Context: an optimization exercise on an open-source flow, tuned for small area and a short achievable clock period. The choices shown serve that exercise and are no tape-out recipe. Function was not checked in any run shown here: the RTL went through the layout flow alone.

## flow/design.v (module list and top-level ports; edited modules follow where they fit)
// module iq_upconverter: 1278 lines
module iq_upconverter (
  input  logic        clk,
  input  logic        rstn,
  input  logic        en,
  input  logic [11:0] i_data,
  input  logic [11:0] q_data,
  output logic        if_valid,
  output logic [11:0] if_data
);
  // ...
==> flow/run.sh <==
#!/bin/bash
# synth_recipe.tcl (not shown) runs the flow's synth.tcl, then flattens the netlist and writes it again
# the make line also repeats each setting of config.mk as NAME=value (left out here)
make -C /OpenROAD-flow-scripts/flow DESIGN_CONFIG=/design/flow/config.mk WORK_HOME=/design/flow/orfs CLKGATE_MAP_FILE= SYNTH_SCRIPT=/design/flow/synth_recipe.tcl finish
==> flow/config.mk <==
export PLATFORM = sky130hd
export DESIGN_NAME = iq_upconverter
export DESIGN_NICKNAME = iq_upconverter
export VERILOG_FILES = /design/flow/design.v
export SDC_FILE = /design/flow/constraint.sdc
export NUM_CORES = 4
export LEC_CHECK = 0
export CAP_MARGIN = 20
export CORE_MARGIN = 2
export CORE_UTILIZATION = 40
export SETUP_SLACK_MARGIN = 2.8
export SLEW_MARGIN = 20
==> flow/constraint.sdc <==
create_clock -name core_clock -period 6.0 [get_ports {clk}]
set_input_delay 1.2000 -clock core_clock [delete_from_list [all_inputs] [get_ports {clk}]]
set_output_delay 1.2000 -clock core_clock [all_outputs]
set_load 0.01 [all_outputs]
==> out/qor.txt, run 1 <==
Inverters -> 133
Standard-cell row count -> 62
Transition time of the tightest slew-check pin -> 0.7506 ns
Post-synthesis adder-cell area fraction -> 27.07%
Post-place instance area -> 12290 µm²
Synth Area per Inst -> 9.536 µm²
Fraction of area in registers -> 16.39%
Post-synthesis instance area -> 11600 µm²
Main combinational cell family by area after synthesis -> adder cells
Max-cap violations -> 0
Num tapcells -> 384
Core box area -> 28630 µm²
Register with the most flip-flops -> if_data
Net count reported at finish -> 1511
Final Slew Violations -> 0
Run status -> finished clean
Slowest cell delay on critical path -> 0.48 ns
Setup repair after global routing missed its margin -> yes
Worst hold stages -> 0
Final Cell Area -> 15670 µm²
Most prevalent standard cell on the critical path -> sky130_fd_sc_hd__fa_2
Share of synthesized area spent on multiplexers -> 3.679%
Remaining max-slew budget at the tightest pin -> 49.80%
CP Capture Type -> flop
Cell type with the largest total area after synthesis -> sky130_fd_sc_hd__fa_1
Fraction of area in multi-input gates -> 60.88%
Sequential cell area in the final layout -> 2567 µm²
Seq/Total Area, Yosys -> 21.97%
Worst min-delay path endpoint -> s2_23_0$_DFF_P_
==> run 2: changes to the inputs <==
--- a/flow/design.v
+++ b/flow/design.v
@@ -462,12 +462,15 @@
   logic s1_6_0;
   logic s1_6_1;
+  logic s1_6_2;
+  logic s1_6_3;
   logic s1_7_0;
   logic s1_7_1;
   logic s1_7_2;
-  logic s1_7_3;
   logic s1_8_0;
   logic s1_8_1;
   logic s1_8_2;
   logic s1_8_3;
+  logic s1_8_4;
+  logic s1_8_5;
   logic s1_9_0;
   logic s1_9_1;
@@ -475,4 +478,5 @@
   logic s1_9_3;
   logic s1_9_4;
+  logic s1_9_5;
   logic s1_10_0;
   logic s1_10_1;
@@ -480,4 +484,5 @@
   logic s1_10_3;
   logic s1_10_4;
+  logic s1_10_5;
   logic s1_11_0;
   logic s1_11_1;
@@ -485,5 +490,4 @@
   logic s1_11_3;
   logic s1_11_4;
-  logic s1_11_5;
   logic s1_12_0;
   logic s1_12_1;
@@ -491,4 +495,6 @@
   logic s1_12_3;
   logic s1_12_4;
+  logic s1_12_5;
+  logic s1_12_6;
   logic s1_13_0;
   logic s1_13_1;
@@ -496,5 +502,4 @@
   logic s1_13_3;
   logic s1_13_4;
-  logic s1_13_5;
   logic s1_14_0;
   logic s1_14_1;
@@ -502,4 +507,6 @@
   logic s1_14_3;
   logic s1_14_4;
+  logic s1_14_5;
+  logic s1_14_6;
   logic s1_15_0;
   logic s1_15_1;
@@ -507,19 +514,20 @@
   logic s1_15_3;
   logic s1_15_4;
-  logic s1_15_5;
   logic s1_16_0;
   logic s1_16_1;
   logic s1_16_2;
+  logic s1_16_3;
+  logic s1_16_4;
   logic s1_17_0;
   logic s1_17_1;
   logic s1_17_2;
   logic s1_17_3;
-  logic s1_17_4;
   logic s1_18_0;
   logic s1_18_1;
+  logic s1_18_2;
+  logic s1_18_3;
   logic s1_19_0;
   logic s1_19_1;
   logic s1_19_2;
-  logic s1_19_3;
   logic s1_20_0;
   logic s1_20_1;
@@ -530,18 +538,38 @@
   logic s1_22_1;
   logic s1_23_0;
+  logic s2_0_0;
+  logic s2_1_0;
+  logic s2_1_1;
+  logic s2_2_0;
+  logic s2_2_1;
+  logic s2_3_0;
+  logic s2_4_0;
+  logic s2_4_1;
+  logic s2_5_0;
+  logic s2_6_0;
+  logic s2_6_1;
+  logic s2_7_0;
+  logic s2_8_0;
+  logic s2_8_1;
+  logic s2_9_0;
+  logic s2_10_0;
+  logic s2_10_1;
   logic s2_11_0;
-  logic s2_11_1;
   logic s2_12_0;
+  logic s2_12_1;
+  logic s2_12_2;
   logic s2_13_0;
-  logic s2_13_1;
   logic s2_14_0;
+  logic s2_14_1;
+  logic s2_14_2;
   logic s2_15_0;
-  logic s2_15_1;
   logic s2_16_0;
+  logic s2_16_1;
+  logic s2_16_2;
   logic s2_17_0;
-  logic s2_17_1;
   logic s2_18_0;
+  logic s2_18_1;
+  logic s2_18_2;
   logic s2_19_0;
-  logic s2_19_1;
   logic s2_20_0;
   logic s2_21_0;
@@ -914,250 +942,248 @@
   assign fs15 = fc9 ^ fc10 ^ fs12;
   assign fc15 = (fc9 & fc10) | (fc9 & fs12) | (fc10 & fs12);
-  assign fs16 = fs13 ^ fs14 ^ fc11;
-  assign fc16 = (fs13 & fs14) | (fs13 & fc11) | (fs14 & fc11);
-  assign fs17 = kk[7] ^ pp0_0_7 ^ pp0_1_5;
-  assign fc17 = (kk[7] & pp0_0_7) | (kk[7] & pp0_1_5) | (pp0_0_7 & pp0_1_5);
-  assign fs18 = pp0_2_3 ^ pp0_3_1 ^ pp1_0_7;
-  assign fc18 = (pp0_2_3 & pp0_3_1) | (pp0_2_3 & pp1_0_7) | (pp0_3_1 & pp1_0_7);
-  assign fs19 = pp1_1_5 ^ pp1_2_3 ^ pp1_3_1;
-  assign fc19 = (pp1_1_5 & pp1_2_3) | (pp1_1_5 & pp1_3_1) | (pp1_2_3 & pp1_3_1);
-  assign fs20 = fc12 ^ fc13 ^ fc14;
-  assign fc20 = (fc12 & fc13) | (fc12 & fc14) | (fc13 & fc14);
-  assign fs21 = fs17 ^ fs18 ^ fs19;
-  assign fc21 = (fs17 & fs18) | (fs17 & fs19) | (fs18 & fs19);
-  assign fs22 = kk[8] ^ pp0_0_8 ^ pp0_1_6;
-  assign fc22 = (kk[8] & pp0_0_8) | (kk[8] & pp0_1_6) | (pp0_0_8 & pp0_1_6);
-  assign fs23 = pp0_2_4 ^ pp0_3_2 ^ pp0_4_0;
-  assign fc23 = (pp0_2_4 & pp0_3_2) | (pp0_2_4 & pp0_4_0) | (pp0_3_2 & pp0_4_0);
-  assign fs24 = pp1_0_8 ^ pp1_1_6 ^ pp1_2_4;
-  assign fc24 = (pp1_0_8 & pp1_1_6) | (pp1_0_8 & pp1_2_4) | (pp1_1_6 & pp1_2_4);
-  assign fs25 = pp1_3_2 ^ pp1_4_0 ^ fc17;
-  assign fc25 = (pp1_3_2 & pp1_4_0) | (pp1_3_2 & fc17) | (pp1_4_0 & fc17);
-  assign fs26 = fc18 ^ fc19 ^ fs22;
-  assign fc26 = (fc18 & fc19) | (fc18 & fs22) | (fc19 & fs22);
-  assign fs27 = fs23 ^ fs24 ^ fc20;
-  assign fc27 = (fs23 & fs24) | (fs23 & fc20) | (fs24 & fc20);
-  assign fs28 = kk[9] ^ pp0_0_9 ^ pp0_1_7;
-  assign fc28 = (kk[9] & pp0_0_9) | (kk[9] & pp0_1_7) | (pp0_0_9 & pp0_1_7);
-  assign fs29 = pp0_2_5 ^ pp0_3_3 ^ pp0_4_1;
-  assign fc29 = (pp0_2_5 & pp0_3_3) | (pp0_2_5 & pp0_4_1) | (pp0_3_3 & pp0_4_1);
-  assign fs30 = pp1_0_9 ^ pp1_1_7 ^ pp1_2_5;
-  assign fc30 = (pp1_0_9 & pp1_1_7) | (pp1_0_9 & pp1_2_5) | (pp1_1_7 & pp1_2_5);
-  assign fs31 = pp1_3_3 ^ pp1_4_1 ^ fc22;
-  assign fc31 = (pp1_3_3 & pp1_4_1) | (pp1_3_3 & fc22) | (pp1_4_1 & fc22);
-  assign fs32 = fc23 ^ fc24 ^ fs28;
-  assign fc32 = (fc23 & fc24) | (fc23 & fs28) | (fc24 & fs28);
-  assign fs33 = fs29 ^ fs30 ^ fc25;
-  assign fc33 = (fs29 & fs30) | (fs29 & fc25) | (fs30 & fc25);
-  assign fs34 = kk[10] ^ pp0_0_10 ^ pp0_1_8;
-  assign fc34 = (kk[10] & pp0_0_10) | (kk[10] & pp0_1_8) | (pp0_0_10 & pp0_1_8);
-  assign fs35 = pp0_2_6 ^ pp0_3_4 ^ pp0_4_2;
-  assign fc35 = (pp0_2_6 & pp0_3_4) | (pp0_2_6 & pp0_4_2) | (pp0_3_4 & pp0_4_2);
-  assign fs36 = pp0_5_0 ^ pp1_0_10 ^ pp1_1_8;
-  assign fc36 = (pp0_5_0 & pp1_0_10) | (pp0_5_0 & pp1_1_8) | (pp1_0_10 & pp1_1_8);
-  assign fs37 = pp1_2_6 ^ pp1_3_4 ^ pp1_4_2;
-  assign fc37 = (pp1_2_6 & pp1_3_4) | (pp1_2_6 & pp1_4_2) | (pp1_3_4 & pp1_4_2);
-  assign fs38 = pp1_5_0 ^ fc28 ^ fc29;
-  assign fc38 = (pp1_5_0 & fc28) | (pp1_5_0 & fc29) | (fc28 & fc29);
-  assign fs39 = fc30 ^ fs34 ^ fs35;
-  assign fc39 = (fc30 & fs34) | (fc30 & fs35) | (fs34 & fs35);
-  assign fs40 = fs36 ^ fs37 ^ fc31;
-  assign fc40 = (fs36 & fs37) | (fs36 & fc31) | (fs37 & fc31);
-  assign fs41 = kk[11] ^ pp0_0_11 ^ pp0_1_9;
-  assign fc41 = (kk[11] & pp0_0_11) | (kk[11] & pp0_1_9) | (pp0_0_11 & pp0_1_9);
-  assign fs42 = pp0_2_7 ^ pp0_3_5 ^ pp0_4_3;
-  assign fc42 = (pp0_2_7 & pp0_3_5) | (pp0_2_7 & pp0_4_3) | (pp0_3_5 & pp0_4_3);
-  assign fs43 = pp0_5_1 ^ pp1_0_11 ^ pp1_1_9;
-  assign fc43 = (pp0_5_1 & pp1_0_11) | (pp0_5_1 & pp1_1_9) | (pp1_0_11 & pp1_1_9);
-  assign fs44 = pp1_2_7 ^ pp1_3_5 ^ pp1_4_3;
-  assign fc44 = (pp1_2_7 & pp1_3_5) | (pp1_2_7 & pp1_4_3) | (pp1_3_5 & pp1_4_3);
-  assign fs45 = pp1_5_1 ^ fc34 ^ fc35;
-  assign fc45 = (pp1_5_1 & fc34) | (pp1_5_1 & fc35) | (fc34 & fc35);
-  assign fs46 = fc36 ^ fc37 ^ fs41;
-  assign fc46 = (fc36 & fc37) | (fc36 & fs41) | (fc37 & fs41);
-  assign fs47 = fs42 ^ fs43 ^ fs44;
-  assign fc47 = (fs42 & fs43) | (fs42 & fs44) | (fs43 & fs44);
-  assign fs48 = pp0_0_12 ^ pp0_1_10 ^ pp0_2_8;
-  assign fc48 = (pp0_0_12 & pp0_1_10) | (pp0_0_12 & pp0_2_8) | (pp0_1_10 & pp0_2_8);
-  assign fs49 = pp0_3_6 ^ pp0_4_4 ^ pp0_5_2;
-  assign fc49 = (pp0_3_6 & pp0_4_4) | (pp0_3_6 & pp0_5_2) | (pp0_4_4 & pp0_5_2);
-  assign fs50 = pp1_0_12 ^ pp1_1_10 ^ pp1_2_8;
-  assign fc50 = (pp1_0_12 & pp1_1_10) | (pp1_0_12 & pp1_2_8) | (pp1_1_10 & pp1_2_8);
-  assign fs51 = pp1_3_6 ^ pp1_4_4 ^ pp1_5_2;
-  assign fc51 = (pp1_3_6 & pp1_4_4) | (pp1_3_6 & pp1_5_2) | (pp1_4_4 & pp1_5_2);
-  assign fs52 = fc41 ^ fc42 ^ fc43;
-  assign fc52 = (fc41 & fc42) | (fc41 & fc43) | (fc42 & fc43);
-  assign fs53 = fc44 ^ fs48 ^ fs49;
-  assign fc53 = (fc44 & fs48) | (fc44 & fs49) | (fs48 & fs49);
-  assign fs54 = fs50 ^ fs51 ^ fc45;
-  assign fc54 = (fs50 & fs51) | (fs50 & fc45) | (fs51 & fc45);
-  assign fs55 = 1'b1 ^ pp0_1_11 ^ pp0_2_9;
-  assign fc55 = (1'b1 & pp0_1_11) | (1'b1 & pp0_2_9) | (pp0_1_11 & pp0_2_9);
-  assign fs56 = pp0_3_7 ^ pp0_4_5 ^ pp0_5_3;
-  assign fc56 = (pp0_3_7 & pp0_4_5) | (pp0_3_7 & pp0_5_3) | (pp0_4_5 & pp0_5_3);
-  assign fs57 = pp1_1_11 ^ pp1_2_9 ^ pp1_3_7;
-  assign fc57 = (pp1_1_11 & pp1_2_9) | (pp1_1_11 & pp1_3_7) | (pp1_2_9 & pp1_3_7);
-  assign fs58 = pp1_4_5 ^ pp1_5_3 ^ fc48;
-  assign fc58 = (pp1_4_5 & pp1_5_3) | (pp1_4_5 & fc48) | (pp1_5_3 & fc48);
-  assign fs59 = fc49 ^ fc50 ^ fc51;
-  assign fc59 = (fc49 & fc50) | (fc49 & fc51) | (fc50 & fc51);
-  assign fs60 = fs55 ^ fs56 ^ fs57;
-  assign fc60 = (fs55 & fs56) | (fs55 & fs57) | (fs56 & fs57);
-  assign fs61 = 1'b1 ^ pp0_1_12 ^ pp0_2_10;
-  assign fc61 = (1'b1 & pp0_1_12) | (1'b1 & pp0_2_10) | (pp0_1_12 & pp0_2_10);
-  assign fs62 = pp0_3_8 ^ pp0_4_6 ^ pp0_5_4;
-  assign fc62 = (pp0_3_8 & pp0_4_6) | (pp0_3_8 & pp0_5_4) | (pp0_4_6 & pp0_5_4);
-  assign fs63 = pp1_1_12 ^ pp1_2_10 ^ pp1_3_8;
-  assign fc63 = (pp1_1_12 & pp1_2_10) | (pp1_1_12 & pp1_3_8) | (pp1_2_10 & pp1_3_8);
-  assign fs64 = pp1_4_6 ^ pp1_5_4 ^ fc55;
-  assign fc64 = (pp1_4_6 & pp1_5_4) | (pp1_4_6 & fc55) | (pp1_5_4 & fc55);
-  assign fs65 = fc56 ^ fc57 ^ fs61;
-  assign fc65 = (fc56 & fc57) | (fc56 & fs61) | (fc57 & fs61);
-  assign fs66 = fs62 ^ fs63 ^ fc58;
-  assign fc66 = (fs62 & fs63) | (fs62 & fc58) | (fs63 & fc58);
-  assign fs67 = pp0_2_11 ^ pp0_3_9 ^ pp0_4_7;
-  assign fc67 = (pp0_2_11 & pp0_3_9) | (pp0_2_11 & pp0_4_7) | (pp0_3_9 & pp0_4_7);
-  assign fs68 = pp0_5_5 ^ pp1_2_11 ^ pp1_3_9;
-  assign fc68 = (pp0_5_5 & pp1_2_11) | (pp0_5_5 & pp1_3_9) | (pp1_2_11 & pp1_3_9);
-  assign fs69 = pp1_4_7 ^ pp1_5_5 ^ fc61;
-  assign fc69 = (pp1_4_7 & pp1_5_5) | (pp1_4_7 & fc61) | (pp1_5_5 & fc61);
-  assign fs70 = fc62 ^ fc63 ^ fs67;
-  assign fc70 = (fc62 & fc63) | (fc62 & fs67) | (fc63 & fs67);
-  assign fs71 = 1'b1 ^ pp0_2_12 ^ pp0_3_10;
-  assign fc71 = (1'b1 & pp0_2_12) | (1'b1 & pp0_3_10) | (pp0_2_12 & pp0_3_10);
-  assign fs72 = pp0_4_8 ^ pp0_5_6 ^ pp1_2_12;
-  assign fc72 = (pp0_4_8 & pp0_5_6) | (pp0_4_8 & pp1_2_12) | (pp0_5_6 & pp1_2_12);
-  assign fs73 = pp1_3_10 ^ pp1_4_8 ^ pp1_5_6;
-  assign fc73 = (pp1_3_10 & pp1_4_8) | (pp1_3_10 & pp1_5_6) | (pp1_4_8 & pp1_5_6);
-  assign fs74 = fc67 ^ fc68 ^ fs71;
-  assign fc74 = (fc67 & fc68) | (fc67 & fs71) | (fc68 & fs71);
-  assign fs75 = fs72 ^ fs73 ^ fc69;
-  assign fc75 = (fs72 & fs73) | (fs72 & fc69) | (fs73 & fc69);
-  assign fs76 = pp0_3_11 ^ pp0_4_9 ^ pp0_5_7;
-  assign fc76 = (pp0_3_11 & pp0_4_9) | (pp0_3_11 & pp0_5_7) | (pp0_4_9 & pp0_5_7);
-  assign fs77 = pp1_3_11 ^ pp1_4_9 ^ pp1_5_7;
-  assign fc77 = (pp1_3_11 & pp1_4_9) | (pp1_3_11 & pp1_5_7) | (pp1_4_9 & pp1_5_7);
-  assign fs78 = fc71 ^ fc72 ^ fc73;
-  assign fc78 = (fc71 & fc72) | (fc71 & fc73) | (fc72 & fc73);
-  assign fs79 = 1'b1 ^ pp0_3_12 ^ pp0_4_10;
-  assign fc79 = (1'b1 & pp0_3_12) | (1'b1 & pp0_4_10) | (pp0_3_12 & pp0_4_10);
-  assign fs80 = pp0_5_8 ^ pp1_3_12 ^ pp1_4_10;
-  assign fc80 = (pp0_5_8 & pp1_3_12) | (pp0_5_8 & pp1_4_10) | (pp1_3_12 & pp1_4_10);
-  assign fs81 = pp1_5_8 ^ fc76 ^ fc77;
-  assign fc81 = (pp1_5_8 & fc76) | (pp1_5_8 & fc77) | (fc76 & fc77);
-  assign fs82 = fs79 ^ fs80 ^ fc78;
-  assign fc82 = (fs79 & fs80) | (fs79 & fc78) | (fs80 & fc78);
-  assign fs83 = pp0_4_11 ^ pp0_5_9 ^ pp1_4_11;
-  assign fc83 = (pp0_4_11 & pp0_5_9) | (pp0_4_11 & pp1_4_11) | (pp0_5_9 & pp1_4_11);
-  assign fs84 = pp1_5_9 ^ fc79 ^ fc80;
-  assign fc84 = (pp1_5_9 & fc79) | (pp1_5_9 & fc80) | (fc79 & fc80);
-  assign fs85 = 1'b1 ^ pp0_4_12 ^ pp0_5_10;
-  assign fc85 = (1'b1 & pp0_4_12) | (1'b1 & pp0_5_10) | (pp0_4_12 & pp0_5_10);
-  assign fs86 = pp1_4_12 ^ pp1_5_10 ^ fc83;
-  assign fc86 = (pp1_4_12 & pp1_5_10) | (pp1_4_12 & fc83) | (pp1_5_10 & fc83);
-  assign fs87 = pp0_5_11 ^ pp1_5_11 ^ fc85;
-  assign fc87 = (pp0_5_11 & pp1_5_11) | (pp0_5_11 & fc85) | (pp1_5_11 & fc85);
-  assign fs88 = 1'b1 ^ pp0_5_12 ^ pp1_5_12;
-  assign fc88 = (1'b1 & pp0_5_12) | (1'b1 & pp1_5_12) | (pp0_5_12 & pp1_5_12);
-  assign fs89 = s1_3_0 ^ s1_3_1 ^ s1_3_2;
-  assign fc89 = (s1_3_0 & s1_3_1) | (s1_3_0 & s1_3_2) | (s1_3_1 & s1_3_2);
-  assign fs90 = s1_4_0 ^ s1_4_1 ^ s1_4_2;
-  assign fc90 = (s1_4_0 & s1_4_1) | (s1_4_0 & s1_4_2) | (s1_4_1 & s1_4_2);
-  assign fs91 = s1_5_0 ^ s1_5_1 ^ s1_5_2;
-  assign fc91 = (s1_5_0 & s1_5_1) | (s1_5_0 & s1_5_2) | (s1_5_1 & s1_5_2);
-  assign fs92 = s1_5_3 ^ fc90 ^ fs91;
-  assign fc92 = (s1_5_3 & fc90) | (s1_5_3 & fs91) | (fc90 & fs91);
-  assign fs93 = s1_6_0 ^ s1_6_1 ^ fc91;
-  assign fc93 = (s1_6_0 & s1_6_1) | (s1_6_0 & fc91) | (s1_6_1 & fc91);
-  assign fs94 = s1_7_0 ^ s1_7_1 ^ s1_7_2;
-  assign fc94 = (s1_7_0 & s1_7_1) | (s1_7_0 & s1_7_2) | (s1_7_1 & s1_7_2);
-  assign fs95 = s1_7_3 ^ fs94 ^ fc93;
-  assign fc95 = (s1_7_3 & fs94) | (s1_7_3 & fc93) | (fs94 & fc93);
-  assign fs96 = s1_8_0 ^ s1_8_1 ^ s1_8_2;
-  assign fc96 = (s1_8_0 & s1_8_1) | (s1_8_0 & s1_8_2) | (s1_8_1 & s1_8_2);
-  assign fs97 = s1_8_3 ^ fc94 ^ fs96;
-  assign fc97 = (s1_8_3 & fc94) | (s1_8_3 & fs96) | (fc94 & fs96);
-  assign fs98 = s1_9_0 ^ s1_9_1 ^ s1_9_2;
-  assign fc98 = (s1_9_0 & s1_9_1) | (s1_9_0 & s1_9_2) | (s1_9_1 & s1_9_2);
-  assign fs99 = s1_9_3 ^ s1_9_4 ^ fc96;
-  assign fc99 = (s1_9_3 & s1_9_4) | (s1_9_3 & fc96) | (s1_9_4 & fc96);
-  assign fs100 = fs98 ^ fc97 ^ fs99;
-  assign fc100 = (fs98 & fc97) | (fs98 & fs99) | (fc97 & fs99);
-  assign fs101 = s1_10_0 ^ s1_10_1 ^ s1_10_2;
-  assign fc101 = (s1_10_0 & s1_10_1) | (s1_10_0 & s1_10_2) | (s1_10_1 & s1_10_2);
-  assign fs102 = s1_10_3 ^ s1_10_4 ^ fc98;
-  assign fc102 = (s1_10_3 & s1_10_4) | (s1_10_3 & fc98) | (s1_10_4 & fc98);
+  assign fs16 = kk[7] ^ pp0_0_7 ^ pp0_1_5;
+  assign fc16 = (kk[7] & pp0_0_7) | (kk[7] & pp0_1_5) | (pp0_0_7 & pp0_1_5);
+  assign fs17 = pp0_2_3 ^ pp0_3_1 ^ pp1_0_7;
+  assign fc17 = (pp0_2_3 & pp0_3_1) | (pp0_2_3 & pp1_0_7) | (pp0_3_1 & pp1_0_7);
+  assign fs18 = pp1_1_5 ^ pp1_2_3 ^ pp1_3_1;
+  assign fc18 = (pp1_1_5 & pp1_2_3) | (pp1_1_5 & pp1_3_1) | (pp1_2_3 & pp1_3_1);
+  assign fs19 = fc12 ^ fc13 ^ fc14;
+  assign fc19 = (fc12 & fc13) | (fc12 & fc14) | (fc13 & fc14);
+  assign fs20 = fs16 ^ fs17 ^ fs18;
+  assign fc20 = (fs16 & fs17) | (fs16 & fs18) | (fs17 & fs18);
+  assign fs21 = kk[8] ^ pp0_0_8 ^ pp0_1_6;
+  assign fc21 = (kk[8] & pp0_0_8) | (kk[8] & pp0_1_6) | (pp0_0_8 & pp0_1_6);
+  assign fs22 = pp0_2_4 ^ pp0_3_2 ^ pp0_4_0;
+  assign fc22 = (pp0_2_4 & pp0_3_2) | (pp0_2_4 & pp0_4_0) | (pp0_3_2 & pp0_4_0);
+  assign fs23 = pp1_0_8 ^ pp1_1_6 ^ pp1_2_4;
+  assign fc23 = (pp1_0_8 & pp1_1_6) | (pp1_0_8 & pp1_2_4) | (pp1_1_6 & pp1_2_4);
+  assign fs24 = pp1_3_2 ^ pp1_4_0 ^ fc16;
+  assign fc24 = (pp1_3_2 & pp1_4_0) | (pp1_3_2 & fc16) | (pp1_4_0 & fc16);
+  assign fs25 = fc17 ^ fc18 ^ fs21;
+  assign fc25 = (fc17 & fc18) | (fc17 & fs21) | (fc18 & fs21);
+  assign fs26 = kk[9] ^ pp0_0_9 ^ pp0_1_7;
+  assign fc26 = (kk[9] & pp0_0_9) | (kk[9] & pp0_1_7) | (pp0_0_9 & pp0_1_7);
+  assign fs27 = pp0_2_5 ^ pp0_3_3 ^ pp0_4_1;
+  assign fc27 = (pp0_2_5 & pp0_3_3) | (pp0_2_5 & pp0_4_1) | (pp0_3_3 & pp0_4_1);
+  assign fs28 = pp1_0_9 ^ pp1_1_7 ^ pp1_2_5;
+  assign fc28 = (pp1_0_9 & pp1_1_7) | (pp1_0_9 & pp1_2_5) | (pp1_1_7 & pp1_2_5);
+  assign fs29 = pp1_3_3 ^ pp1_4_1 ^ fc21;
+  assign fc29 = (pp1_3_3 & pp1_4_1) | (pp1_3_3 & fc21) | (pp1_4_1 & fc21);
+  assign fs30 = fc22 ^ fc23 ^ fs26;
+  assign fc30 = (fc22 & fc23) | (fc22 & fs26) | (fc23 & fs26);
+  assign fs31 = kk[10] ^ pp0_0_10 ^ pp0_1_8;
+  assign fc31 = (kk[10] & pp0_0_10) | (kk[10] & pp0_1_8) | (pp0_0_10 & pp0_1_8);
+  assign fs32 = pp0_2_6 ^ pp0_3_4 ^ pp0_4_2;
+  assign fc32 = (pp0_2_6 & pp0_3_4) | (pp0_2_6 & pp0_4_2) | (pp0_3_4 & pp0_4_2);
+  assign fs33 = pp0_5_0 ^ pp1_0_10 ^ pp1_1_8;
+  assign fc33 = (pp0_5_0 & pp1_0_10) | (pp0_5_0 & pp1_1_8) | (pp1_0_10 & pp1_1_8);
+  assign fs34 = pp1_2_6 ^ pp1_3_4 ^ pp1_4_2;
+  assign fc34 = (pp1_2_6 & pp1_3_4) | (pp1_2_6 & pp1_4_2) | (pp1_3_4 & pp1_4_2);
+  assign fs35 = pp1_5_0 ^ fc26 ^ fc27;
+  assign fc35 = (pp1_5_0 & fc26) | (pp1_5_0 & fc27) | (fc26 & fc27);
+  assign fs36 = fc28 ^ fs31 ^ fs32;
+  assign fc36 = (fc28 & fs31) | (fc28 & fs32) | (fs31 & fs32);
+  assign fs37 = kk[11] ^ pp0_0_11 ^ pp0_1_9;
+  assign fc37 = (kk[11] & pp0_0_11) | (kk[11] & pp0_1_9) | (pp0_0_11 & pp0_1_9);
+  assign fs38 = pp0_2_7 ^ pp0_3_5 ^ pp0_4_3;
+  assign fc38 = (pp0_2_7 & pp0_3_5) | (pp0_2_7 & pp0_4_3) | (pp0_3_5 & pp0_4_3);
+  assign fs39 = pp0_5_1 ^ pp1_0_11 ^ pp1_1_9;
+  assign fc39 = (pp0_5_1 & pp1_0_11) | (pp0_5_1 & pp1_1_9) | (pp1_0_11 & pp1_1_9);
+  assign fs40 = pp1_2_7 ^ pp1_3_5 ^ pp1_4_3;
+  assign fc40 = (pp1_2_7 & pp1_3_5) | (pp1_2_7 & pp1_4_3) | (pp1_3_5 & pp1_4_3);
+  assign fs41 = pp1_5_1 ^ fc31 ^ fc32;
+  assign fc41 = (pp1_5_1 & fc31) | (pp1_5_1 & fc32) | (fc31 & fc32);
+  assign fs42 = fc33 ^ fc34 ^ fs37;
+  assign fc42 = (fc33 & fc34) | (fc33 & fs37) | (fc34 & fs37);
+  assign fs43 = fs38 ^ fs39 ^ fs40;
+  assign fc43 = (fs38 & fs39) | (fs38 & fs40) | (fs39 & fs40);
+  assign fs44 = pp0_0_12 ^ pp0_1_10 ^ pp0_2_8;
+  assign fc44 = (pp0_0_12 & pp0_1_10) | (pp0_0_12 & pp0_2_8) | (pp0_1_10 & pp0_2_8);
+  assign fs45 = pp0_3_6 ^ pp0_4_4 ^ pp0_5_2;
+  assign fc45 = (pp0_3_6 & pp0_4_4) | (pp0_3_6 & pp0_5_2) | (pp0_4_4 & pp0_5_2);
+  assign fs46 = pp1_0_12 ^ pp1_1_10 ^ pp1_2_8;
+  assign fc46 = (pp1_0_12 & pp1_1_10) | (pp1_0_12 & pp1_2_8) | (pp1_1_10 & pp1_2_8);
+  assign fs47 = pp1_3_6 ^ pp1_4_4 ^ pp1_5_2;
+  assign fc47 = (pp1_3_6 & pp1_4_4) | (pp1_3_6 & pp1_5_2) | (pp1_4_4 & pp1_5_2);
+  assign fs48 = fc37 ^ fc38 ^ fc39;
+  assign fc48 = (fc37 & fc38) | (fc37 & fc39) | (fc38 & fc39);
+  assign fs49 = fc40 ^ fs44 ^ fs45;
+  assign fc49 = (fc40 & fs44) | (fc40 & fs45) | (fs44 & fs45);
+  assign fs50 = 1'b1 ^ pp0_1_11 ^ pp0_2_9;
+  assign fc50 = (1'b1 & pp0_1_11) | (1'b1 & pp0_2_9) | (pp0_1_11 & pp0_2_9);
+  assign fs51 = pp0_3_7 ^ pp0_4_5 ^ pp0_5_3;
+  assign fc51 = (pp0_3_7 & pp0_4_5) | (pp0_3_7 & pp0_5_3) | (pp0_4_5 & pp0_5_3);
+  assign fs52 = pp1_1_11 ^ pp1_2_9 ^ pp1_3_7;
+  assign fc52 = (pp1_1_11 & pp1_2_9) | (pp1_1_11 & pp1_3_7) | (pp1_2_9 & pp1_3_7);
+  assign fs53 = pp1_4_5 ^ pp1_5_3 ^ fc44;
+  assign fc53 = (pp1_4_5 & pp1_5_3) | (pp1_4_5 & fc44) | (pp1_5_3 & fc44);
+  assign fs54 = fc45 ^ fc46 ^ fc47;
+  assign fc54 = (fc45 & fc46) | (fc45 & fc47) | (fc46 & fc47);
+  assign fs55 = fs50 ^ fs51 ^ fs52;
+  assign fc55 = (fs50 & fs51) | (fs50 & fs52) | (fs51 & fs52);
+  assign fs56 = 1'b1 ^ pp0_1_12 ^ pp0_2_10;
+  assign fc56 = (1'b1 & pp0_1_12) | (1'b1 & pp0_2_10) | (pp0_1_12 & pp0_2_10);
+  assign fs57 = pp0_3_8 ^ pp0_4_6 ^ pp0_5_4;
+  assign fc57 = (pp0_3_8 & pp0_4_6) | (pp0_3_8 & pp0_5_4) | (pp0_4_6 & pp0_5_4);
+  assign fs58 = pp1_1_12 ^ pp1_2_10 ^ pp1_3_8;
+  assign fc58 = (pp1_1_12 & pp1_2_10) | (pp1_1_12 & pp1_3_8) | (pp1_2_10 & pp1_3_8);
+  assign fs59 = pp1_4_6 ^ pp1_5_4 ^ fc50;
+  assign fc59 = (pp1_4_6 & pp1_5_4) | (pp1_4_6 & fc50) | (pp1_5_4 & fc50);
+  assign fs60 = fc51 ^ fc52 ^ fs56;
+  assign fc60 = (fc51 & fc52) | (fc51 & fs56) | (fc52 & fs56);
+  assign fs61 = pp0_2_11 ^ pp0_3_9 ^ pp0_4_7;
+  assign fc61 = (pp0_2_11 & pp0_3_9) | (pp0_2_11 & pp0_4_7) | (pp0_3_9 & pp0_4_7);
+  assign fs62 = pp0_5_5 ^ pp1_2_11 ^ pp1_3_9;
+  assign fc62 = (pp0_5_5 & pp1_2_11) | (pp0_5_5 & pp1_3_9) | (pp1_2_11 & pp1_3_9);
+  assign fs63 = pp1_4_7 ^ pp1_5_5 ^ fc56;
+  assign fc63 = (pp1_4_7 & pp1_5_5) | (pp1_4_7 & fc56) | (pp1_5_5 & fc56);
+  assign fs64 = fc57 ^ fc58 ^ fs61;
+  assign fc64 = (fc57 & fc58) | (fc57 & fs61) | (fc58 & fs61);
+  assign fs65 = 1'b1 ^ pp0_2_12 ^ pp0_3_10;
+  assign fc65 = (1'b1 & pp0_2_12) | (1'b1 & pp0_3_10) | (pp0_2_12 & pp0_3_10);
+  assign fs66 = pp0_4_8 ^ pp0_5_6 ^ pp1_2_12;
+  assign fc66 = (pp0_4_8 & pp0_5_6) | (pp0_4_8 & pp1_2_12) | (pp0_5_6 & pp1_2_12);
+  assign fs67 = pp1_3_10 ^ pp1_4_8 ^ pp1_5_6;
+  assign fc67 = (pp1_3_10 & pp1_4_8) | (pp1_3_10 & pp1_5_6) | (pp1_4_8 & pp1_5_6);
+  assign fs68 = fc61 ^ fc62 ^ fs65;
+  assign fc68 = (fc61 & fc62) | (fc61 & fs65) | (fc62 & fs65);
+  assign fs69 = pp0_3_11 ^ pp0_4_9 ^ pp0_5_7;
+  assign fc69 = (pp0_3_11 & pp0_4_9) | (pp0_3_11 & pp0_5_7) | (pp0_4_9 & pp0_5_7);
+  assign fs70 = pp1_3_11 ^ pp1_4_9 ^ pp1_5_7;
+  assign fc70 = (pp1_3_11 & pp1_4_9) | (pp1_3_11 & pp1_5_7) | (pp1_4_9 & pp1_5_7);
+  assign fs71 = fc65 ^ fc66 ^ fc67;
+  assign fc71 = (fc65 & fc66) | (fc65 & fc67) | (fc66 & fc67);
+  assign fs72 = 1'b1 ^ pp0_3_12 ^ pp0_4_10;
+  assign fc72 = (1'b1 & pp0_3_12) | (1'b1 & pp0_4_10) | (pp0_3_12 & pp0_4_10);
+  assign fs73 = pp0_5_8 ^ pp1_3_12 ^ pp1_4_10;
+  assign fc73 = (pp0_5_8 & pp1_3_12) | (pp0_5_8 & pp1_4_10) | (pp1_3_12 & pp1_4_10);
+  assign fs74 = pp1_5_8 ^ fc69 ^ fc70;
+  assign fc74 = (pp1_5_8 & fc69) | (pp1_5_8 & fc70) | (fc69 & fc70);
+  assign fs75 = pp0_4_11 ^ pp0_5_9 ^ pp1_4_11;
+  assign fc75 = (pp0_4_11 & pp0_5_9) | (pp0_4_11 & pp1_4_11) | (pp0_5_9 & pp1_4_11);
+  assign fs76 = pp1_5_9 ^ fc72 ^ fc73;
+  assign fc76 = (pp1_5_9 & fc72) | (pp1_5_9 & fc73) | (fc72 & fc73);
+  assign fs77 = 1'b1 ^ pp0_4_12 ^ pp0_5_10;
+  assign fc77 = (1'b1 & pp0_4_12) | (1'b1 & pp0_5_10) | (pp0_4_12 & pp0_5_10);
+  assign fs78 = pp1_4_12 ^ pp1_5_10 ^ fc75;
+  assign fc78 = (pp1_4_12 & pp1_5_10) | (pp1_4_12 & fc75) | (pp1_5_10 & fc75);
+  assign fs79 = pp0_5_11 ^ pp1_5_11 ^ fc77;
+  assign fc79 = (pp0_5_11 & pp1_5_11) | (pp0_5_11 & fc77) | (pp1_5_11 & fc77);
+  assign fs80 = 1'b1 ^ pp0_5_12 ^ pp1_5_12;
+  assign fc80 = (1'b1 & pp0_5_12) | (1'b1 & pp1_5_12) | (pp0_5_12 & pp1_5_12);
+  assign fs81 = s1_3_0 ^ s1_3_1 ^ s1_3_2;
+  assign fc81 = (s1_3_0 & s1_3_1) | (s1_3_0 & s1_3_2) | (s1_3_1 & s1_3_2);
+  assign fs82 = s1_4_0 ^ s1_4_1 ^ s1_4_2;
+  assign fc82 = (s1_4_0 & s1_4_1) | (s1_4_0 & s1_4_2) | (s1_4_1 & s1_4_2);
+  assign fs83 = s1_5_0 ^ s1_5_1 ^ s1_5_2;
+  assign fc83 = (s1_5_0 & s1_5_1) | (s1_5_0 & s1_5_2) | (s1_5_1 & s1_5_2);
+  assign fs84 = s1_5_3 ^ fc82 ^ fs83;
+  assign fc84 = (s1_5_3 & fc82) | (s1_5_3 & fs83) | (fc82 & fs83);
+  assign fs85 = s1_6_0 ^ s1_6_1 ^ s1_6_2;
+  assign fc85 = (s1_6_0 & s1_6_1) | (s1_6_0 & s1_6_2) | (s1_6_1 & s1_6_2);
+  assign fs86 = s1_6_3 ^ fc83 ^ fs85;
+  assign fc86 = (s1_6_3 & fc83) | (s1_6_3 & fs85) | (fc83 & fs85);
+  assign fs87 = s1_7_0 ^ s1_7_1 ^ s1_7_2;
+  assign fc87 = (s1_7_0 & s1_7_1) | (s1_7_0 & s1_7_2) | (s1_7_1 & s1_7_2);
+  assign fs88 = fc85 ^ fs87 ^ fc86;
+  assign fc88 = (fc85 & fs87) | (fc85 & fc86) | (fs87 & fc86);
+  assign fs89 = s1_8_0 ^ s1_8_1 ^ s1_8_2;
+  assign fc89 = (s1_8_0 & s1_8_1) | (s1_8_0 & s1_8_2) | (s1_8_1 & s1_8_2);
+  assign fs90 = s1_8_3 ^ s1_8_4 ^ s1_8_5;
+  assign fc90 = (s1_8_3 & s1_8_4) | (s1_8_3 & s1_8_5) | (s1_8_4 & s1_8_5);
+  assign fs91 = fc87 ^ fs89 ^ fs90;
+  assign fc91 = (fc87 & fs89) | (fc87 & fs90) | (fs89 & fs90);
+  assign fs92 = s1_9_0 ^ s1_9_1 ^ s1_9_2;
+  assign fc92 = (s1_9_0 & s1_9_1) | (s1_9_0 & s1_9_2) | (s1_9_1 & s1_9_2);
+  assign fs93 = s1_9_3 ^ s1_9_4 ^ s1_9_5;
+  assign fc93 = (s1_9_3 & s1_9_4) | (s1_9_3 & s1_9_5) | (s1_9_4 & s1_9_5);
+  assign fs94 = fc89 ^ fc90 ^ fs92;
+  assign fc94 = (fc89 & fc90) | (fc89 & fs92) | (fc90 & fs92);
+  assign fs95 = fs93 ^ fc91 ^ fs94;
+  assign fc95 = (fs93 & fc91) | (fs93 & fs94) | (fc91 & fs94);
+  assign fs96 = s1_10_0 ^ s1_10_1 ^ s1_10_2;
+  assign fc96 = (s1_10_0 & s1_10_1) | (s1_10_0 & s1_10_2) | (s1_10_1 & s1_10_2);
+  assign fs97 = s1_10_3 ^ s1_10_4 ^ s1_10_5;
+  assign fc97 = (s1_10_3 & s1_10_4) | (s1_10_3 & s1_10_5) | (s1_10_4 & s1_10_5);
+  assign fs98 = fc92 ^ fc93 ^ fs96;
+  assign fc98 = (fc92 & fc93) | (fc92 & fs96) | (fc93 & fs96);
+  assign fs99 = fs97 ^ fc94 ^ fs98;
+  assign fc99 = (fs97 & fc94) | (fs97 & fs98) | (fc94 & fs98);
+  assign fs100 = s1_11_0 ^ s1_11_1 ^ s1_11_2;
+  assign fc100 = (s1_11_0 & s1_11_1) | (s1_11_0 & s1_11_2) | (s1_11_1 & s1_11_2);
+  assign fs101 = s1_11_3 ^ s1_11_4 ^ fc96;
+  assign fc101 = (s1_11_3 & s1_11_4) | (s1_11_3 & fc96) | (s1_11_4 & fc96);
+  assign fs102 = fc97 ^ fs100 ^ fc98;
+  assign fc102 = (fc97 & fs100) | (fc97 & fc98) | (fs100 & fc98);
   assign fs103 = fs101 ^ fc99 ^ fs102;
   assign fc103 = (fs101 & fc99) | (fs101 & fs102) | (fc99 & fs102);
-  assign fs104 = s1_11_0 ^ s1_11_1 ^ s1_11_2;
-  assign fc104 = (s1_11_0 & s1_11_1) | (s1_11_0 & s1_11_2) | (s1_11_1 & s1_11_2);
-  assign fs105 = s1_11_3 ^ s1_11_4 ^ s1_11_5;
-  assign fc105 = (s1_11_3 & s1_11_4) | (s1_11_3 & s1_11_5) | (s1_11_4 & s1_11_5);
-  assign fs106 = fc101 ^ fs104 ^ fs105;
-  assign fc106 = (fc101 & fs104) | (fc101 & fs105) | (fs104 & fs105);
-  assign fs107 = fc102 ^ fs106 ^ fc103;
-  assign fc107 = (fc102 & fs106) | (fc102 & fc103) | (fs106 & fc103);
-  assign fs108 = s1_12_0 ^ s1_12_1 ^ s1_12_2;
-  assign fc108 = (s1_12_0 & s1_12_1) | (s1_12_0 & s1_12_2) | (s1_12_1 & s1_12_2);
-  assign fs109 = s1_12_3 ^ s1_12_4 ^ fc104;
-  assign fc109 = (s1_12_3 & s1_12_4) | (s1_12_3 & fc104) | (s1_12_4 & fc104);
+  assign fs104 = s1_12_0 ^ s1_12_1 ^ s1_12_2;
+  assign fc104 = (s1_12_0 & s1_12_1) | (s1_12_0 & s1_12_2) | (s1_12_1 & s1_12_2);
+  assign fs105 = s1_12_3 ^ s1_12_4 ^ s1_12_5;
+  assign fc105 = (s1_12_3 & s1_12_4) | (s1_12_3 & s1_12_5) | (s1_12_4 & s1_12_5);
+  assign fs106 = s1_12_6 ^ fc100 ^ fs104;
+  assign fc106 = (s1_12_6 & fc100) | (s1_12_6 & fs104) | (fc100 & fs104);
+  assign fs107 = fs105 ^ fc101 ^ fs106;
+  assign fc107 = (fs105 & fc101) | (fs105 & fs106) | (fc101 & fs106);
+  assign fs108 = s1_13_0 ^ s1_13_1 ^ s1_13_2;
+  assign fc108 = (s1_13_0 & s1_13_1) | (s1_13_0 & s1_13_2) | (s1_13_1 & s1_13_2);
+  assign fs109 = s1_13_3 ^ s1_13_4 ^ fc104;
+  assign fc109 = (s1_13_3 & s1_13_4) | (s1_13_3 & fc104) | (s1_13_4 & fc104);
   assign fs110 = fc105 ^ fs108 ^ fc106;
   assign fc110 = (fc105 & fs108) | (fc105 & fc106) | (fs108 & fc106);
-  assign fs111 = fs109 ^ fs110 ^ fc107;
-  assign fc111 = (fs109 & fs110) | (fs109 & fc107) | (fs110 & fc107);
-  assign fs112 = s1_13_0 ^ s1_13_1 ^ s1_13_2;
-  assign fc112 = (s1_13_0 & s1_13_1) | (s1_13_0 & s1_13_2) | (s1_13_1 & s1_13_2);
-  assign fs113 = s1_13_3 ^ s1_13_4 ^ s1_13_5;
-  assign fc113 = (s1_13_3 & s1_13_4) | (s1_13_3 & s1_13_5) | (s1_13_4 & s1_13_5);
-  assign fs114 = fc108 ^ fs112 ^ fs113;
-  assign fc114 = (fc108 & fs112) | (fc108 & fs113) | (fs112 & fs113);
-  assign fs115 = fc109 ^ fs114 ^ fc110;
-  assign fc115 = (fc109 & fs114) | (fc109 & fc110) | (fs114 & fc110);
-  assign fs116 = s1_14_0 ^ s1_14_1 ^ s1_14_2;
-  assign fc116 = (s1_14_0 & s1_14_1) | (s1_14_0 & s1_14_2) | (s1_14_1 & s1_14_2);
-  assign fs117 = s1_14_3 ^ s1_14_4 ^ fc112;
-  assign fc117 = (s1_14_3 & s1_14_4) | (s1_14_3 & fc112) | (s1_14_4 & fc112);
+  assign fs111 = fs109 ^ fc107 ^ fs110;
+  assign fc111 = (fs109 & fc107) | (fs109 & fs110) | (fc107 & fs110);
+  assign fs112 = s1_14_0 ^ s1_14_1 ^ s1_14_2;
+  assign fc112 = (s1_14_0 & s1_14_1) | (s1_14_0 & s1_14_2) | (s1_14_1 & s1_14_2);
+  assign fs113 = s1_14_3 ^ s1_14_4 ^ s1_14_5;
+  assign fc113 = (s1_14_3 & s1_14_4) | (s1_14_3 & s1_14_5) | (s1_14_4 & s1_14_5);
+  assign fs114 = s1_14_6 ^ fc108 ^ fs112;
+  assign fc114 = (s1_14_6 & fc108) | (s1_14_6 & fs112) | (fc108 & fs112);
+  assign fs115 = fs113 ^ fc109 ^ fs114;
+  assign fc115 = (fs113 & fc109) | (fs113 & fs114) | (fc109 & fs114);
+  assign fs116 = s1_15_0 ^ s1_15_1 ^ s1_15_2;
+  assign fc116 = (s1_15_0 & s1_15_1) | (s1_15_0 & s1_15_2) | (s1_15_1 & s1_15_2);
+  assign fs117 = s1_15_3 ^ s1_15_4 ^ fc112;
+  assign fc117 = (s1_15_3 & s1_15_4) | (s1_15_3 & fc112) | (s1_15_4 & fc112);
   assign fs118 = fc113 ^ fs116 ^ fc114;
   assign fc118 = (fc113 & fs116) | (fc113 & fc114) | (fs116 & fc114);
-  assign fs119 = fs117 ^ fs118 ^ fc115;
-  assign fc119 = (fs117 & fs118) | (fs117 & fc115) | (fs118 & fc115);
-  assign fs120 = s1_15_0 ^ s1_15_1 ^ s1_15_2;
-  assign fc120 = (s1_15_0 & s1_15_1) | (s1_15_0 & s1_15_2) | (s1_15_1 & s1_15_2);
-  assign fs121 = s1_15_3 ^ s1_15_4 ^ s1_15_5;
-  assign fc121 = (s1_15_3 & s1_15_4) | (s1_15_3 & s1_15_5) | (s1_15_4 & s1_15_5);
-  assign fs122 = fc116 ^ fs120 ^ fs121;
-  assign fc122 = (fc116 & fs120) | (fc116 & fs121) | (fs120 & fs121);
-  assign fs123 = fc117 ^ fs122 ^ fc118;
-  assign fc123 = (fc117 & fs122) | (fc117 & fc118) | (fs122 & fc118);
-  assign fs124 = s1_16_0 ^ s1_16_1 ^ s1_16_2;
-  assign fc124 = (s1_16_0 & s1_16_1) | (s1_16_0 & s1_16_2) | (s1_16_1 & s1_16_2);
-  assign fs125 = fc120 ^ fc121 ^ fs124;
-  assign fc125 = (fc120 & fc121) | (fc120 & fs124) | (fc121 & fs124);
-  assign fs126 = fc122 ^ fs125 ^ fc123;
-  assign fc126 = (fc122 & fs125) | (fc122 & fc123) | (fs125 & fc123);
-  assign fs127 = s1_17_0 ^ s1_17_1 ^ s1_17_2;
-  assign fc127 = (s1_17_0 & s1_17_1) | (s1_17_0 & s1_17_2) | (s1_17_1 & s1_17_2);
-  assign fs128 = s1_17_3 ^ s1_17_4 ^ fc124;
-  assign fc128 = (s1_17_3 & s1_17_4) | (s1_17_3 & fc124) | (s1_17_4 & fc124);
-  assign fs129 = fs127 ^ fc125 ^ fs128;
-  assign fc129 = (fs127 & fc125) | (fs127 & fs128) | (fc125 & fs128);
-  assign fs130 = s1_18_0 ^ s1_18_1 ^ fc127;
-  assign fc130 = (s1_18_0 & s1_18_1) | (s1_18_0 & fc127) | (s1_18_1 & fc127);
+  assign fs119 = fs117 ^ fc115 ^ fs118;
+  assign fc119 = (fs117 & fc115) | (fs117 & fs118) | (fc115 & fs118);
+  assign fs120 = s1_16_0 ^ s1_16_1 ^ s1_16_2;
+  assign fc120 = (s1_16_0 & s1_16_1) | (s1_16_0 & s1_16_2) | (s1_16_1 & s1_16_2);
+  assign fs121 = s1_16_3 ^ s1_16_4 ^ fc116;
+  assign fc121 = (s1_16_3 & s1_16_4) | (s1_16_3 & fc116) | (s1_16_4 & fc116);
+  assign fs122 = fs120 ^ fc117 ^ fs121;
+  assign fc122 = (fs120 & fc117) | (fs120 & fs121) | (fc117 & fs121);
+  assign fs123 = s1_17_0 ^ s1_17_1 ^ s1_17_2;
+  assign fc123 = (s1_17_0 & s1_17_1) | (s1_17_0 & s1_17_2) | (s1_17_1 & s1_17_2);
+  assign fs124 = s1_17_3 ^ fc120 ^ fs123;
+  assign fc124 = (s1_17_3 & fc120) | (s1_17_3 & fs123) | (fc120 & fs123);
+  assign fs125 = fc121 ^ fs124 ^ fc122;
+  assign fc125 = (fc121 & fs124) | (fc121 & fc122) | (fs124 & fc122);
+  assign fs126 = s1_18_0 ^ s1_18_1 ^ s1_18_2;
+  assign fc126 = (s1_18_0 & s1_18_1) | (s1_18_0 & s1_18_2) | (s1_18_1 & s1_18_2);
+  assign fs127 = s1_18_3 ^ fc123 ^ fs126;
+  assign fc127 = (s1_18_3 & fc123) | (s1_18_3 & fs126) | (fc123 & fs126);
+  assign fs128 = s1_19_0 ^ s1_19_1 ^ s1_19_2;
+  assign fc128 = (s1_19_0 & s1_19_1) | (s1_19_0 & s1_19_2) | (s1_19_1 & s1_19_2);
+  assign fs129 = fc126 ^ fs128 ^ fc127;
+  assign fc129 = (fc126 & fs128) | (fc126 & fc127) | (fs128 & fc127);
+  assign fs130 = s1_20_0 ^ s1_20_1 ^ s1_20_2;
+  assign fc130 = (s1_20_0 & s1_20_1) | (s1_20_0 & s1_20_2) | (s1_20_1 & s1_20_2);
   assign fs131 = fc128 ^ fs130 ^ fc129;
   assign fc131 = (fc128 & fs130) | (fc128 & fc129) | (fs130 & fc129);
-  assign fs132 = s1_19_0 ^ s1_19_1 ^ s1_19_2;
-  assign fc132 = (s1_19_0 & s1_19_1) | (s1_19_0 & s1_19_2) | (s1_19_1 & s1_19_2);
-  assign fs133 = s1_19_3 ^ fs132 ^ fc130;
-  assign fc133 = (s1_19_3 & fs132) | (s1_19_3 & fc130) | (fs132 & fc130);
-  assign fs134 = s1_20_0 ^ s1_20_1 ^ s1_20_2;
-  assign fc134 = (s1_20_0 & s1_20_1) | (s1_20_0 & s1_20_2) | (s1_20_1 & s1_20_2);
-  assign fs135 = fc132 ^ fs134 ^ fc133;
-  assign fc135 = (fc132 & fs134) | (fc132 & fc133) | (fs134 & fc133);
-  assign fs136 = s1_21_0 ^ s1_21_1 ^ fc134;
-  assign fc136 = (s1_21_0 & s1_21_1) | (s1_21_0 & fc134) | (s1_21_1 & fc134);
-  assign fs137 = s1_22_0 ^ s1_22_1 ^ fc136;
-  assign fc137 = (s1_22_0 & s1_22_1) | (s1_22_0 & fc136) | (s1_22_1 & fc136);
-  logic [11:0] lowsum;
-  assign lowsum = {1'b0, fc100, fs100, fs97, fs95, fc92, fs92, fc89, fs89, s1_2_0, s1_1_0, s1_0_0} + {1'b0, fs103, 1'b0, fc95, 1'b0, fs93, 1'b0, fs90, 1'b0, s1_2_1, s1_1_1, 1'b0};
+  assign fs132 = s1_21_0 ^ s1_21_1 ^ fc130;
+  assign fc132 = (s1_21_0 & s1_21_1) | (s1_21_0 & fc130) | (s1_21_1 & fc130);
+  assign fs133 = s1_22_0 ^ s1_22_1 ^ fc132;
+  assign fc133 = (s1_22_0 & s1_22_1) | (s1_22_0 & fc132) | (s1_22_1 & fc132);
+  assign fs134 = s2_12_0 ^ s2_12_1 ^ s2_12_2;
+  assign fc134 = (s2_12_0 & s2_12_1) | (s2_12_0 & s2_12_2) | (s2_12_1 & s2_12_2);
+  assign fs135 = s2_14_0 ^ s2_14_1 ^ s2_14_2;
+  assign fc135 = (s2_14_0 & s2_14_1) | (s2_14_0 & s2_14_2) | (s2_14_1 & s2_14_2);
+  assign fs136 = s2_16_0 ^ s2_16_1 ^ s2_16_2;
+  assign fc136 = (s2_16_0 & s2_16_1) | (s2_16_0 & s2_16_2) | (s2_16_1 & s2_16_2);
+  assign fs137 = s2_18_0 ^ s2_18_1 ^ s2_18_2;
+  assign fc137 = (s2_18_0 & s2_18_1) | (s2_18_0 & s2_18_2) | (s2_18_1 & s2_18_2);
   always_ff @(posedge clk) begin
     s1_0_0 <= fs0;
@@ -1176,98 +1202,126 @@
     s1_5_2 <= fc8;
     s1_5_3 <= fs11;
-    s1_6_0 <= fs15;
-    s1_6_1 <= fs16;
+    s1_6_0 <= fs13;
+    s1_6_1 <= fs14;
+    s1_6_2 <= fc11;
+    s1_6_3 <= fs15;
     s1_7_0 <= fc15;
-    s1_7_1 <= fs20;
-    s1_7_2 <= fs21;
-    s1_7_3 <= fc16;
-    s1_8_0 <= fc21;
-    s1_8_1 <= fs25;
-    s1_8_2 <= fs26;
-    s1_8_3 <= fs27;
-    s1_9_0 <= fc26;
-    s1_9_1 <= fs31;
-    s1_9_2 <= fs32;
-    s1_9_3 <= fc27;
-    s1_9_4 <= fs33;
-    s1_10_0 <= fc32;
-    s1_10_1 <= fs38;
-    s1_10_2 <= fs39;
-    s1_10_3 <= fc33;
-    s1_10_4 <= fs40;
-    s1_11_0 <= fc38;
-    s1_11_1 <= fc39;
-    s1_11_2 <= fs45;
-    s1_11_3 <= fs46;
-    s1_11_4 <= fs47;
-    s1_11_5 <= fc40;
-    s1_12_0 <= fc46;
-    s1_12_1 <= fc47;
-    s1_12_2 <= fs52;
-    s1_12_3 <= fs53;
-    s1_12_4 <= fs54;
-    s1_13_0 <= fc52;
-    s1_13_1 <= fc53;
-    s1_13_2 <= fs58;
-    s1_13_3 <= fs59;
-    s1_13_4 <= fs60;
-    s1_13_5 <= fc54;
-    s1_14_0 <= fc59;
-    s1_14_1 <= fc60;
-    s1_14_2 <= fs64;
-    s1_14_3 <= fs65;
-    s1_14_4 <= fs66;
-    s1_15_0 <= fs68;
-    s1_15_1 <= fc64;
-    s1_15_2 <= fc65;
-    s1_15_3 <= fs69;
-    s1_15_4 <= fs70;
-    s1_15_5 <= fc66;
-    s1_16_0 <= fc70;
-    s1_16_1 <= fs74;
-    s1_16_2 <= fs75;
-    s1_17_0 <= fs76;
-    s1_17_1 <= fs77;
-    s1_17_2 <= fc74;
-    s1_17_3 <= fs78;
-    s1_17_4 <= fc75;
-    s1_18_0 <= fs81;
-    s1_18_1 <= fs82;
-    s1_19_0 <= fs83;
-    s1_19_1 <= fc81;
-    s1_19_2 <= fs84;
-    s1_19_3 <= fc82;
-    s1_20_0 <= fs85;
-    s1_20_1 <= fc84;
-    s1_20_2 <= fs86;
-    s1_21_0 <= fc86;
-    s1_21_1 <= fs87;
-    s1_22_0 <= fs88;
-    s1_22_1 <= fc87;
-    s1_23_0 <= fc88;
-    s2_11_0 <= fs107;
-    s2_11_1 <= lowsum[11];
-    s2_12_0 <= fs111;
-    s2_13_0 <= fs115;
-    s2_13_1 <= fc111;
-    s2_14_0 <= fs119;
-    s2_15_0 <= fs123;
-    s2_15_1 <= fc119;
-    s2_16_0 <= fs126;
-    s2_17_0 <= fs129;
-    s2_17_1 <= fc126;
-    s2_18_0 <= fs131;
-    s2_19_0 <= fs133;
-    s2_19_1 <= fc131;
-    s2_20_0 <= fs135;
-    s2_21_0 <= fs136;
-    s2_21_1 <= fc135;
-    s2_22_0 <= fs137;
+    s1_7_1 <= fs19;
+    s1_7_2 <= fs20;
+    s1_8_0 <= fs22;
+    s1_8_1 <= fs23;
+    s1_8_2 <= fc19;
+    s1_8_3 <= fc20;
+    s1_8_4 <= fs24;
+    s1_8_5 <= fs25;
+    s1_9_0 <= fs27;
+    s1_9_1 <= fs28;
+    s1_9_2 <= fc24;
+    s1_9_3 <= fc25;
+    s1_9_4 <= fs29;
+    s1_9_5 <= fs30;
+    s1_10_0 <= fs33;
+    s1_10_1 <= fs34;
+    s1_10_2 <= fc29;
+    s1_10_3 <= fc30;
+    s1_10_4 <= fs35;
+    s1_10_5 <= fs36;
+    s1_11_0 <= fc35;
+    s1_11_1 <= fc36;
+    s1_11_2 <= fs41;
+    s1_11_3 <= fs42;
+    s1_11_4 <= fs43;
+    s1_12_0 <= fs46;
+    s1_12_1 <= fs47;
+    s1_12_2 <= fc41;
+    s1_12_3 <= fc42;
+    s1_12_4 <= fc43;
+    s1_12_5 <= fs48;
+    s1_12_6 <= fs49;
+    s1_13_0 <= fc48;
+    s1_13_1 <= fc49;
+    s1_13_2 <= fs53;
+    s1_13_3 <= fs54;
+    s1_13_4 <= fs55;
+    s1_14_0 <= fs57;
+    s1_14_1 <= fs58;
+    s1_14_2 <= fc53;
+    s1_14_3 <= fc54;
+    s1_14_4 <= fc55;
+    s1_14_5 <= fs59;
+    s1_14_6 <= fs60;
+    s1_15_0 <= fs62;
+    s1_15_1 <= fc59;
+    s1_15_2 <= fc60;
+    s1_15_3 <= fs63;
+    s1_15_4 <= fs64;
+    s1_16_0 <= fs66;
+    s1_16_1 <= fs67;
+    s1_16_2 <= fc63;
+    s1_16_3 <= fc64;
+    s1_16_4 <= fs68;
+    s1_17_0 <= fs69;
+    s1_17_1 <= fs70;
+    s1_17_2 <= fc68;
+    s1_17_3 <= fs71;
+    s1_18_0 <= fs72;
+    s1_18_1 <= fs73;
+    s1_18_2 <= fc71;
+    s1_18_3 <= fs74;
+    s1_19_0 <= fs75;
+    s1_19_1 <= fc74;
+    s1_19_2 <= fs76;
+    s1_20_0 <= fs77;
+    s1_20_1 <= fc76;
+    s1_20_2 <= fs78;
+    s1_21_0 <= fc78;
+    s1_21_1 <= fs79;
+    s1_22_0 <= fs80;
+    s1_22_1 <= fc79;
+    s1_23_0 <= fc80;
+    s2_0_0 <= s1_0_0;
+    s2_1_0 <= s1_1_0;
+    s2_1_1 <= s1_1_1;
+    s2_2_0 <= s1_2_0;
+    s2_2_1 <= s1_2_1;
+    s2_3_0 <= fs81;
+    s2_4_0 <= fc81;
+    s2_4_1 <= fs82;
+    s2_5_0 <= fs84;
+    s2_6_0 <= fc84;
+    s2_6_1 <= fs86;
+    s2_7_0 <= fs88;
+    s2_8_0 <= fs91;
+    s2_8_1 <= fc88;
+    s2_9_0 <= fs95;
+    s2_10_0 <= fc95;
+    s2_10_1 <= fs99;
+    s2_11_0 <= fs103;
+    s2_12_0 <= fc102;
+    s2_12_1 <= fs107;
+    s2_12_2 <= fc103;
+    s2_13_0 <= fs111;
+    s2_14_0 <= fc110;
+    s2_14_1 <= fs115;
+    s2_14_2 <= fc111;
+    s2_15_0 <= fs119;
+    s2_16_0 <= fc118;
+    s2_16_1 <= fs122;
+    s2_16_2 <= fc119;
+    s2_17_0 <= fs125;
+    s2_18_0 <= fc124;
+    s2_18_1 <= fs127;
+    s2_18_2 <= fc125;
+    s2_19_0 <= fs129;
+    s2_20_0 <= fs131;
+    s2_21_0 <= fs132;
+    s2_21_1 <= fc131;
+    s2_22_0 <= fs133;
     s2_23_0 <= s1_23_0;
-    s2_23_1 <= fc137;
+    s2_23_1 <= fc133;
   end
   logic [23:0] ra, rb;
-  assign ra = {s2_23_0, s2_22_0, s2_21_0, s2_20_0, s2_19_0, s2_18_0, s2_17_0, s2_16_0, s2_15_0, s2_14_0, s2_13_0, s2_12_0, s2_11_0, 1'b0, 1'b0, 1'b0, 1'b0, 1'b0, 1'b0, 1'b0, 1'b0, 1'b0, 1'b0, 1'b0};
-  assign rb = {s2_23_1, 1'b0, s2_21_1, 1'b0, s2_19_1, 1'b0, s2_17_1, 1'b0, s2_15_1, 1'b0, s2_13_1, 1'b0, s2_11_1, 1'b0, 1'b0, 1'b0, 1'b0, 1'b0, 1'b0, 1'b0, 1'b0, 1'b0, 1'b0, 1'b0};
+  assign ra = {s2_23_0, s2_22_0, s2_21_0, s2_20_0, s2_19_0, fs137, s2_17_0, fs136, s2_15_0, fs135, s2_13_0, fs134, s2_11_0, s2_10_0, s2_9_0, s2_8_0, s2_7_0, s2_6_0, s2_5_0, s2_4_0, s2_3_0, s2_2_0, s2_1_0, s2_0_0};
+  assign rb = {s2_23_1, 1'b0, s2_21_1, 1'b0, fc137, 1'b0, fc136, 1'b0, fc135, 1'b0, fc134, 1'b0, 1'b0, s2_10_1, 1'b0, s2_8_1, 1'b0, s2_6_1, 1'b0, s2_4_1, 1'b0, s2_2_1, s2_1_1, 1'b0};
   logic [23:0] fsum;
   assign fsum = ra + rb;
--- a/flow/config.mk
+++ b/flow/config.mk
@@ -9,4 +9,4 @@
 export CORE_MARGIN = 2
 export CORE_UTILIZATION = 40
-export SETUP_SLACK_MARGIN = 2.8
+export SETUP_SLACK_MARGIN = 3.2
 export SLEW_MARGIN = 20
==> out/qor.txt, run 2 <==
Most frequent cell after synthesis -> sky130_fd_sc_hd__dfxtp_1 (was sky130_fd_sc_hd__a22oi_1)
Largest net degree at the start of global routing -> 62 (was 59)
Register with the most flip-flops -> if_data (unchanged)
CTS clk-pin slew, worst paths -> 0.08 ns (was 0.06 ns)
Flop and latch count out of synthesis -> 152 (was 125)
Standard-cell row count -> 64 (was 62)
Run status -> finished clean (unchanged)
Core box area -> 30670 µm² (was 28630 µm²)
Transition time of the tightest slew-check pin -> 0.8277 ns (was 0.7506 ns)
Synth Area per Inst -> 9.910 µm² (was 9.536 µm²)
Net count reported at finish -> 1554 (was 1511)
Cell type with the largest total area after synthesis -> sky130_fd_sc_hd__dfxtp_1 (was sky130_fd_sc_hd__fa_1)
Endpoints failing hold -> 0 (unchanged)
Setup repair after global routing missed its margin -> yes (unchanged)
Final instance count without filler cells -> 1770 (was 1710)
Slowest cell delay on critical path -> 0.55 ns (was 0.48 ns)
Max-cap violations -> 0 (unchanged)
Total CTS buffers -> 17 (unchanged)
Remaining max-slew budget at the tightest pin -> 44.64% (was 49.80%)
Count of buffering cells on the critical path with inverters included -> 4 (was 3)
CP Capture Type -> flop (unchanged)
Highest fanout seen on the critical path -> 8 (was 13)
Final Slew Violations -> 0 (unchanged)
Data arrival time of the critical path -> 3.76 ns (was 3.99 ns)
X dimension of the die -> 180.5 µm (was 174.3 µm)
Number of global-route vias before repair -> 10220 (was 10110)
Seq/Total Area, Yosys -> 24.77% (was 21.97%)
Post-synthesis instance area -> 12470 µm² (was 11600 µm²)
Most prevalent standard cell on the critical path -> sky130_fd_sc_hd__buf_12 (was sky130_fd_sc_hd__fa_2)
Reg2Reg Setup Slack -> 2.56 ns (was 2.31 ns)
## run 2: what timing repair did
action | 4_1_cts | 5_1_grt
cloned | 6 | 4
endpoints found under the setup margin | 103 | 98
setup buffers | 82 | 39
gates resized for setup | 140 | 112
pin swaps | 31 | 42
## run 2: logic make-up (layout without fill, tap and decap cells)
logic type | count (synthesis) | after routing | share of synthesized area, %
compound gates | 327 | 328 | 19.23
xor+xnor | 174 | 174 | 12.53
buf+inv | 231 | 343 | 8.691
other cells | 0 | 1 | 0
simple gates | 173 | 173 | 6.704
flops | 152 | 152 | 24.77
mux | 34 | 36 | 3.442
fa+ha+maj | 167 | 167 | 24.64
## run 2: per-stage QoR
step | utilization [%] | cell area, µm² | setup slack, ns | hold WS (ns)
after floorplan | - | 12820 | 2.701 | 0.3096
after global placement | 42.90 | 13160 | 1.610 | 0.3119
after detailed placement | 42.94 | 13170 | 1.723 | 0.3172
after CTS | 49.93 | 15310 | 2.623 | 0.3321
after global routing | 52.57 | 16120 | 2.469 | 0.3369
final | 52.57 | 16120 | 2.565 | 0.3306
## run 2: path summary, 6_finish.rpt
kind                                      start              endpoint  depth (start not counted)
setup / recovery           phase[1]$_DFFE_PN0P_       s1_12_6$_DFF_P_                         12
hold / removal                   s1_1_1$_DFF_P_        s2_1_1$_DFF_P_                          0
setup reg to reg           phase[1]$_DFFE_PN0P_       s1_12_6$_DFF_P_                         12
hold reg to reg                  s1_1_1$_DFF_P_        s2_1_1$_DFF_P_                          0
max in group asynchronous                  rstn  phase[2]$_DFFE_PN0P_                          1
min in group asynchronous                  rstn  phase[5]$_DFFE_PN0P_                          1
## run 2: area by class of cell
class | instances | area, µm² | share of cell area [%]
clock inverters | 14 | 163.9 | 1.017
repair inverters | 1 | 5.005 | 0.03104
multi-input cells | 878 | 9507 | 58.96
flip-flops and latches | 152 | 3102 | 19.24
clock buffers | 17 | 425.4 | 2.638
well taps | 396 | 495.5 | 3.073
inverters | 123 | 481.7 | 2.988
diodes | 1 | 2.502 | 0.01552
repair buffers | 188 | 1942 | 12.04
## run 2: worst register-to-register path, cell delays in order, from the launching register on
cell and delay [ns]:
sky130_fd_sc_hd__dfrtp_4 0.53, sky130_fd_sc_hd__buf_12 0.15, sky130_fd_sc_hd__ha_4 0.19, sky130_fd_sc_hd__buf_4 0.16, sky130_fd_sc_hd__nor2b_1 0.13, sky130_fd_sc_hd__o31a_1 0.31
sky130_fd_sc_hd__a211oi_2 0.29, sky130_fd_sc_hd__a31oi_4 0.07, sky130_fd_sc_hd__buf_12 0.22, sky130_fd_sc_hd__xor2_4 0.19, sky130_fd_sc_hd__fa_2 0.55, sky130_fd_sc_hd__inv_2 0.04
sky130_fd_sc_hd__fa_1 0.49
## run 2: per-layer routing
layer  part of all wire, %  vias to the layer above  wire length (µm)  track usage [%]
met5                     0                        -                 0                0
met4                   4.3                        0              1666            10.77
met3                   8.7                      130              3349            5.093
met2                    46                      543             17530            37.10
met1                    41                     4908             15960            30.56
li1                      -                     4481                 -                -

## re-timing with driven ports
Ports are ideal in the flow. The routed layouts listed here were re-timed in OpenROAD.
Step 1: set_driving_cell puts a clkbuf_16 on clk and a buf_2 on each other input, an assumption about the parent block.
Step 2 times the ports against the registers' clock, not the clock port: input delays grow and output delays shrink by t, the midpoint of the rising clock arrivals with the driver on.
Slacks: ideal / step 1 / step 2; pairs: ideal / step 1.
run	t, ns	setup WS [ns]	latest minus earliest clock arrival (ns)	pins driven straight from the clock port
run 1	0.473	2.306 / 2.306 / 1.996	0.014 / 0.014	1
run 2	0.490	2.565 / 2.565 / 2.177	0.020 / 0.020	1
After both steps setup and hold are still met in every run listed. The setup slack of run 2, which loses most, moves by 0.000 ns with the drivers and by -0.388 ns with both steps.
